What follows belongs to an exercise in optimizing a design on an open flow for small area, a short achievable clock period and few clock cycles per item; a production flow would make more cautious choices.
In this exercise RTL edits were held to simulation tests only and were not proved equivalent to the original.

==> exp/indigo: inputs <==
==> flow/design.v (excerpt) <==
module date_difference_days_top #(
  parameter int unsigned YEAR_MAX = 9999
) (
  input  logic                      clk_i,
  input  logic                      rst_ni,
  input  logic                      valid_i,
  output logic                      stall_o,
  input  logic [dd_pkg::DAY_W-1:0]   first_day_i,
  input  logic [dd_pkg::MONTH_W-1:0] first_month_i,
  input  logic [dd_pkg::YEAR_W-1:0]  first_year_i,
  input  logic [dd_pkg::DAY_W-1:0]   second_day_i,
  input  logic [dd_pkg::MONTH_W-1:0] second_month_i,
  input  logic [dd_pkg::YEAR_W-1:0]  second_year_i,
  output logic                      valid_o,
  input  logic                      stall_i,
  output logic [dd_pkg::DIFF_W-1:0]  day_difference_o
);
clock: 5.5 ns
lec_check: 0
cap_margin: 20
core_margin: 2
core_utilization: 70
cts_buf_list: sky130_fd_sc_hd__clkbuf_8
gpl_routability_driven: 0
gpl_timing_driven: 0
setup_slack_margin: 1.5
slew_margin: 20
synth_hierarchical: 1
synth_minimum_keep_size: 0
standard.sh (not shown) runs the stock make flow with config.mk's settings and CLKGATE_MAP_FILE= SYNTH_SCRIPT=/design/flow/synth_recipe.tcl, a recipe that flattens the netlist after the stock synthesis.
==> flow/flow/run.sh <==
#!/bin/bash
# Standard layout, with the port buffers made of sky130_fd_sc_hd__buf_2 cells instead of the
# buffer_ports default. All output goes to flow.log in the work folder.
set -o pipefail
export BUFFER_PORTS_ARGS="-buffer_cell sky130_fd_sc_hd__buf_2"
bash standard.sh > flow.log 2>&1
==> exp/sierra: changes against exp/indigo <==
Settings changed: CORE_UTILIZATION 70 to 80, CTS_BUF_LIST sky130_fd_sc_hd__clkbuf_8 to default.
==> run notes <==
metric	exp/indigo	exp/sierra
Status	complete, no violations	complete, no violations
Buffer share of cell area	0.0412	0.0433
Total setup buffers inserted after CTS	4	1
Final Core Density	0.776	0.896
Pin count of the biggest net entering global routing	99	65
Met3 capacity usage during global routing	0.0369	0.0690
Die H	127 µm	119 µm
Endpoint required time on the critical path	5.64 ns	5.59 ns
Std cell rows	45	42
Total via count in the routed design	6985	7501
Well-Tap Cells	188	176
Termination of the worst setup path	c1_q[4]	e_q[12]
Testbench counts of exp/indigo, summed over its fixed seeds: cycles 12,016, items 12,000.
Testbench counts of exp/sierra, summed over its fixed seeds: cycles 12,016, items 12,000.

* * *

==> trial 53 <==
Another version of the RTL of date_difference_days_top (not shown whole).
Design date_difference_days_top, start of the top module:
module date_difference_days_top #(
  parameter int unsigned YEAR_MAX = 9999
) (
  input  logic                      clk_i,
  input  logic                      rst_ni,
  input  logic                      valid_i,
  output logic                      stall_o,
  input  logic [dd_pkg::DAY_W-1:0]   first_day_i,
  input  logic [dd_pkg::MONTH_W-1:0] first_month_i,
  input  logic [dd_pkg::YEAR_W-1:0]  first_year_i,
  input  logic [dd_pkg::DAY_W-1:0]   second_day_i,
  input  logic [dd_pkg::MONTH_W-1:0] second_month_i,
  input  logic [dd_pkg::YEAR_W-1:0]  second_year_i,
  output logic                      valid_o,
  input  logic                      stall_i,
  output logic [dd_pkg::DIFF_W-1:0]  day_difference_o
);
Settings: LEC_CHECK=0, CAP_MARGIN=20, CORE_MARGIN=2, CORE_UTILIZATION=70, CTS_BUF_LIST=sky130_fd_sc_hd__clkbuf_8, GPL_ROUTABILITY_DRIVEN=0, GPL_TIMING_DRIVEN=0, SETUP_SLACK_MARGIN=1.5, SLEW_MARGIN=20, SYNTH_HIERARCHICAL=1, SYNTH_MINIMUM_KEEP_SIZE=0; clock period 5.5 ns.
Scripts as last shown in full above: flow/flow/run.sh
==> build 55: changes against trial 53 <==
Settings changed: TNS_END_PERCENT set to 30.
==> comparison table <==
Clock network area share: build 55 2.07%; trial 53 2.07%
Setup slack of the critical path after layout: build 55 1.61 ns; trial 53 1.61 ns
Total area of multi-input combinational cells: build 55 6750 µm²; trial 53 6760 µm²
Status: build 55 complete, no violations; trial 53 complete, no violations
Vias post-DR: build 55 6784; trial 53 6806
Vias/cell: build 55 5.62; trial 53 5.64
Shortest clock period the worst path allows after layout: build 55 3.89 ns; trial 53 3.89 ns
Met1 Wirelength: build 55 8750 µm; trial 53 8730 µm
Flip-flop and latch share of the layout cell area: build 55 26.8%; trial 53 26.8%
Share of the cycle needed by the critical path after routing: build 55 70.7%; trial 53 70.7%
Testbench counts of trial 53, summed over its fixed seeds: cycles 12,016, items 12,000.
Testbench counts of build 55, summed over its fixed seeds: cycles 12,016, items 12,000.

* * *

==> v30 <==
RTL: one of the versions met above, not the one the previous note started from.
// date_difference_days_top
module date_difference_days_top #(
  parameter int unsigned YEAR_MAX = 9999
) (
  input  logic                      clk_i,
  input  logic                      rst_ni,
  input  logic                      valid_i,
  output logic                      stall_o,
  input  logic [dd_pkg::DAY_W-1:0]   first_day_i,
  input  logic [dd_pkg::MONTH_W-1:0] first_month_i,
  input  logic [dd_pkg::YEAR_W-1:0]  first_year_i,
  input  logic [dd_pkg::DAY_W-1:0]   second_day_i,
  input  logic [dd_pkg::MONTH_W-1:0] second_month_i,
  input  logic [dd_pkg::YEAR_W-1:0]  second_year_i,
  output logic                      valid_o,
  input  logic                      stall_i,
  output logic [dd_pkg::DIFF_W-1:0]  day_difference_o
);
Settings: LEC_CHECK=0, CAP_MARGIN=20, CORE_MARGIN=2, CORE_UTILIZATION=70, GPL_ROUTABILITY_DRIVEN=0, GPL_TIMING_DRIVEN=0, SETUP_SLACK_MARGIN=1.5, SLEW_MARGIN=20, SYNTH_HIERARCHICAL=1, SYNTH_MINIMUM_KEEP_SIZE=0; clock period 5.5 ns.
Scripts as last shown in full above: flow/flow/run.sh
==> v12: changes against v30 <==
Settings changed: CTS_BUF_LIST set to sky130_fd_sc_hd__clkbuf_8, CTS_CLUSTER_DIAMETER set to 100, CTS_CLUSTER_SIZE set to 30.
==> v35: changes against v30 <==
Settings changed: CTS_BUF_LIST set to sky130_fd_sc_hd__clkbuf_8, SETUP_SLACK_MARGIN 1.5 to 1.6.
==> qor summary <==
| metric | v30 | v12 | v35 |
|---|---|---|---|
| Status | no timing/DRC/antenna violations | no timing/DRC/antenna violations | no timing/DRC/antenna violations |
| Worst r2r path cells | 11 | 11 | 13 |
| Worst path setup slack after routing | 1.544 ns | 1.587 ns | 1.587 ns |
| Proportion of layout cells with a drive suffix above 1 | 0.1645 | 0.1556 | 0.1767 |
| Later-pin clock latency in the skew report | 0.35 ns | 0.39 ns | 0.39 ns |
| Met3 Track Usage GR | 0.04104 | 0.03685 | 0.03643 |
| 1st-iter DRT viols | 407 | 434 | 413 |
| GRT Total Usage | 0.2770 | 0.2749 | 0.2752 |
| Number of global-route vias before repair | 7056 | 6985 | 7028 |
| End point of the critical path | e_q[12] | c1_q[4] | e_q[12] |
| Most frequent cell on the critical path | sky130_fd_sc_hd__fa_2 | sky130_fd_sc_hd__fa_1 | sky130_fd_sc_hd__fa_2 |
| Final standard cell area without fillers | 11850 um^2 | 11670 um^2 | 11840 um^2 |
| CTS Root Cell | sky130_fd_sc_hd__clkbuf_16 | sky130_fd_sc_hd__clkbuf_8 | sky130_fd_sc_hd__clkbuf_8 |
| Via-per-instance ratio | 5.627 | 5.624 | 5.605 |
| Multi-input logic area | 7086 um^2 | 7073 um^2 | 7132 um^2 |
Testbench counts of v30, summed over its fixed seeds: cycles 12,016, items 12,000.
Testbench counts of v12, summed over its fixed seeds: cycles 12,016, items 12,000.
Testbench counts of v35, summed over its fixed seeds: cycles 12,016, items 12,000.

## static timing again, ports no longer ideal
The flow's constraints put no driver on any port. The routed layouts listed below were extracted and timed again, unchanged, in two steps.
Step 1, drivers: a clkbuf_16 drives clk_i and a buf_2 each remaining input, both assumed.
Step 2, shift: input delay + t, output delay - t, t = (earliest + latest rising clock arrival at the registers) / 2. This alone moves slack from input paths to output paths.
a / b / c = no drivers / after step 1 / after step 2; a / b = the first two.
| run | t, ns | setup slack, ns | slew at the worst register clock pin (ns) |
|---|---|---|---|
| exp/indigo | 0.421 | 1.587 / 1.558 / 1.186 | 0.10 / 0.10 |
| exp/sierra | 0.393 | 1.396 / 1.420 / 1.028 | 0.06 / 0.06 |
| trial 53 | 0.410 | 1.612 / 1.576 / 1.240 | 0.10 / 0.10 |
| build 55 | 0.412 | 1.610 / 1.575 / 1.240 | 0.10 / 0.10 |
| v30 | 0.391 | 1.544 / 1.543 / 1.152 | 0.07 / 0.07 |
| v12 | 0.421 | 1.587 / 1.558 / 1.186 | 0.10 / 0.10 |
| v35 | 0.421 | 1.587 / 1.568 / 1.158 | 0.10 / 0.10 |
After both steps every run listed still meets setup and hold. For v35, which loses most, drivers alone change the setup slack by -0.019 ns; drivers and shift together by -0.429 ns.
